Background: an optimization exercise with open tools, aiming at small area, a short achievable clock period and few clock cycles per item. Do not read the settings as production practice.
In this exercise RTL edits were held to simulation tests only and were not proved equivalent to the original.

== the baseline ==
==> module requant_stage_c, before the edit <==
module requant_stage_c (
  input  logic [requant_pack_pkg::CS_BITS-1:0] i_cs,
  input  logic        i_spec,
  input  logic [5:0]  i_e,           
  input  logic [3:0]  i_eh,          
  input  logic [3:0]  i_em,          
  input  logic [63:0] i_stickyMask,
  output logic [35:0] o_t,
  output logic        o_rc1,
  output logic        o_rc0
);
  logic        w_shNeg;
  logic [5:0]  w_e;
  logic [63:0] w_pa, w_pb;
  logic [63:0] w_q;
  logic [96:0] w_l0;
  logic [47:0] w_l4;           
  logic [35:0] w_l2;           
  logic        w_sticky, w_ones, w_r, w_ylt0, w_kill, w_ovr;
  assign w_shNeg = i_e[5];
  assign w_e     = i_e;
  requant_mul_lo u_mul (
    .i_cs (i_cs),
    .p_a  (w_pa),
    .p_b  (w_pb)
  );
  logic [63:0] w_qc;
  requant_skl #(.N(64)) u_add (
    .a   (w_pa),
    .b   (w_pb),
    .cin (1'b0),
    .s   (w_q),
    .o_c (w_qc)
  );
  assign w_l0 = {{32{w_q[63]}}, w_q, 1'b0};
  always_comb begin
    for (int j = 0; j < 48; j++)
      w_l4[j] = (i_eh[0] & w_l0[j])      | (i_eh[1] & w_l0[j + 16]) |
                (i_eh[2] & w_l0[j + 32]) | (i_eh[3] & w_l0[j + 48]);
    for (int j = 0; j < 36; j++)
      w_l2[j] = (i_em[0] & w_l4[j])      | (i_em[1] & w_l4[j + 4]) |
                (i_em[2] & w_l4[j + 8])  | (i_em[3] & w_l4[j + 12]);
  end
  assign w_ovr = i_spec && !w_shNeg;
  assign o_t   = {w_l2[35:32] ^ {4{w_ovr}}, w_l2[31:0] | {32{w_ovr}}};
  logic [63:0] w_pp;
  logic [63:31] w_zt, w_ot;      
  logic        w_ones3163;
  assign w_pp = w_pa ^ w_pb;
  always_comb begin
    w_zt[31] = (w_pp[31] == w_qc[31]);
    w_ot[31] = (w_pp[31] != w_qc[31]);
    for (int i = 32; i < 64; i++) begin
      w_zt[i] = (w_pp[i] == (w_pa[i-1] | w_pb[i-1]));
      w_ot[i] = (w_pp[i] != (w_pa[i-1] & w_pb[i-1]));
    end
  end
  assign w_sticky   = !(&(w_zt | ~i_stickyMask[63:31]));
  assign w_ones     = &(w_ot | ~i_stickyMask[63:31]);
  assign w_ones3163 = &w_ot;
  assign w_r        = w_q[30];
  assign w_ylt0     = w_q[63] && !(w_ones3163 && w_r);
  assign w_kill   = i_spec && (!w_shNeg || i_e == 6'd63);
  always_comb begin
    if (w_kill) begin
      o_rc1 = 1'b0;
      o_rc0 = 1'b0;
    end else if (!w_shNeg || (w_ylt0 == w_r)) begin
      o_rc1 = 1'b1;
      o_rc0 = 1'b0;
    end else if (w_ylt0) begin
      o_rc1 = w_sticky;
      o_rc0 = 1'b0;
    end else begin
      o_rc1 = 1'b1;
      o_rc0 = w_ones;
    end
  end
endmodule
==> flow/config.mk <==
export PLATFORM = sky130hd
export DESIGN_NAME = requant_pack
export DESIGN_NICKNAME = requant_pack
export VERILOG_FILES = /design/flow/design.v
export SDC_FILE = /design/flow/constraint.sdc
export NUM_CORES = 4
export LEC_CHECK = 0
export CAP_MARGIN = 20
export CORE_MARGIN = 2
export CORE_UTILIZATION = 70
export SLEW_MARGIN = 20
export SYNTH_HIERARCHICAL = 1
==> flow/constraint.sdc <==
create_clock -name core_clock -period 13.0 [get_ports {clk}]
set_input_delay 2.6000 -clock core_clock [delete_from_list [all_inputs] [get_ports {clk}]]
set_output_delay 2.6000 -clock core_clock [all_outputs]
set_load 0.01 [all_outputs]
standard.sh (not shown) runs the stock make flow with config.mk's settings and CLKGATE_MAP_FILE= SYNTH_SCRIPT=/design/flow/synth_recipe.tcl, a recipe that flattens the netlist after the stock synthesis.
==> flow/flow/run.sh <==
#!/bin/bash
# Layout flow: the standard ORFS layout (standard.sh) with three changes.
#  1. After the standard synthesis, fixinv.py removes inverters between full adders: a full
#     adder is self-dual, so an adder fed with complemented inputs gives complemented outputs;
#     choosing each adder's polarity lets most inverters go. Registers are not touched and the
#     logic function is unchanged. If the script fails, the standard netlist is kept.
#  2. The timing repair steps aim at a setup slack of SETUP_SLACK_MARGIN (flow/margin.txt) ns
#     at the design's clock period, so gates on the critical paths get sized for a shorter
#     achieved period.
#  3. Every input and output port still gets its own buffer (buffer_ports), but a plain
#     sky130_fd_sc_hd__buf_1 instead of the delay buffer buffer_ports picks by default.
# Each step's full output goes to a log file in the work folder.
set -euo pipefail
MARGIN=$(cat flow/margin.txt)
R=orfs/results/sky130hd/requant_pack/base
bash standard.sh synth > log_synth.txt 2>&1
cp $R/1_2_yosys.v 1_2_yosys_standard.v
if ! python3 flow/fixinv.py 1_2_yosys_standard.v 1_2_yosys_fixinv.v > log_fixinv.txt 2>&1; then
  cp 1_2_yosys_standard.v 1_2_yosys_fixinv.v
fi
cp 1_2_yosys_fixinv.v $R/1_2_yosys.v
bash standard.sh SETUP_SLACK_MARGIN=$MARGIN "BUFFER_PORTS_ARGS=-buffer_cell sky130_fd_sc_hd__buf_1" finish > log_layout.txt 2>&1
Other scripts of this flow, unchanged in this note and not shown: flow/flow/fixinv.py, flow/flow/margin.txt
Testbench counts of the baseline, summed over its fixed seeds: cycles 8,418, items 8,178.
Setup changes, the baseline to the candidate
diff --git a/flow/design.v b/flow/design.v
--- a/flow/design.v
+++ b/flow/design.v
@@ -165,23 +165,10 @@
   end
   assign w_ovr = i_spec && !w_shNeg;
   assign o_t   = {w_l2[35:32] ^ {4{w_ovr}}, w_l2[31:0] | {32{w_ovr}}};
-  logic [63:0] w_pp;
-  logic [63:31] w_zt, w_ot;      
-  logic        w_ones3163;
-  assign w_pp = w_pa ^ w_pb;
-  always_comb begin
-    w_zt[31] = (w_pp[31] == w_qc[31]);
-    w_ot[31] = (w_pp[31] != w_qc[31]);
-    for (int i = 32; i < 64; i++) begin
-      w_zt[i] = (w_pp[i] == (w_pa[i-1] | w_pb[i-1]));
-      w_ot[i] = (w_pp[i] != (w_pa[i-1] & w_pb[i-1]));
-    end
-  end
-  assign w_sticky   = !(&(w_zt | ~i_stickyMask[63:31]));
-  assign w_ones     = &(w_ot | ~i_stickyMask[63:31]);
-  assign w_ones3163 = &w_ot;
-  assign w_r        = w_q[30];
-  assign w_ylt0     = w_q[63] && !(w_ones3163 && w_r);
+  assign w_sticky = |(w_q & i_stickyMask);
+  assign w_ones   = &(w_q | ~i_stickyMask);
+  assign w_r      = w_q[30];
+  assign w_ylt0   = w_q[63] && !((&w_q[63:31]) && w_r);
   assign w_kill   = i_spec && (!w_shNeg || i_e == 6'd63);
   always_comb begin
     if (w_kill) begin
## What came out
- A launching element of the worst setup path of r_el[1] is what the candidate shows, while r_sign belongs to the baseline.
- The candidate: first-pass GRT wire length is 12 mm higher than what the baseline reported.
- Taking the baseline as the reference, in the candidate core utilization shows an increase of 2.4 points; via count shows an increase of 1752; sequential cell area in the final layout shows no meaningful change; logic depth of the worst register-to-register path shows an increase of 10.
- The candidate: fill cell total of the finished layout is about 7% lower than what the baseline reported.
- Comparing the candidate and the baseline, worst stage delay on the critical path is higher on the baseline.
- The baseline and the candidate ended up with roughly the same final-layout clock-cell area share.
- Of the candidate and the baseline, the baseline shows the lower final period demand of the worst path, with the candidate above it.
Testbench counts of the candidate, summed over its fixed seeds: cycles 8,418, items 8,178.

-- re-timing with driven ports --
Ports are ideal in the flow. The routed layouts listed here were re-timed in OpenROAD. Step 1 assumes that a clkbuf_16 drives the clock port and a buf_2 every other input. Step 2, shift: input delay + t, output delay - t, t = (earliest + latest rising clock arrival at the registers) / 2. This alone moves slack from input paths to output paths. a / b / c = no drivers / after step 1 / after step 2; a / b = the first two.
| run | shift t [ns] | setup slack, ns | clock arrival spread, ns | worst register clock-pin slew, ns |
|---|---|---|---|---|
| the baseline | 0.704 | 8.526 / 8.526 / 7.977 | 0.060 / 0.059 | 0.07 / 0.07 |
| the candidate | 0.729 | 8.212 / 8.212 / 8.019 | 0.053 / 0.052 | 0.07 / 0.07 |
After both steps setup and hold are still met in every run listed. The setup slack of the baseline, which loses most, moves by 0.000 ns with the drivers and by -0.549 ns with both steps.
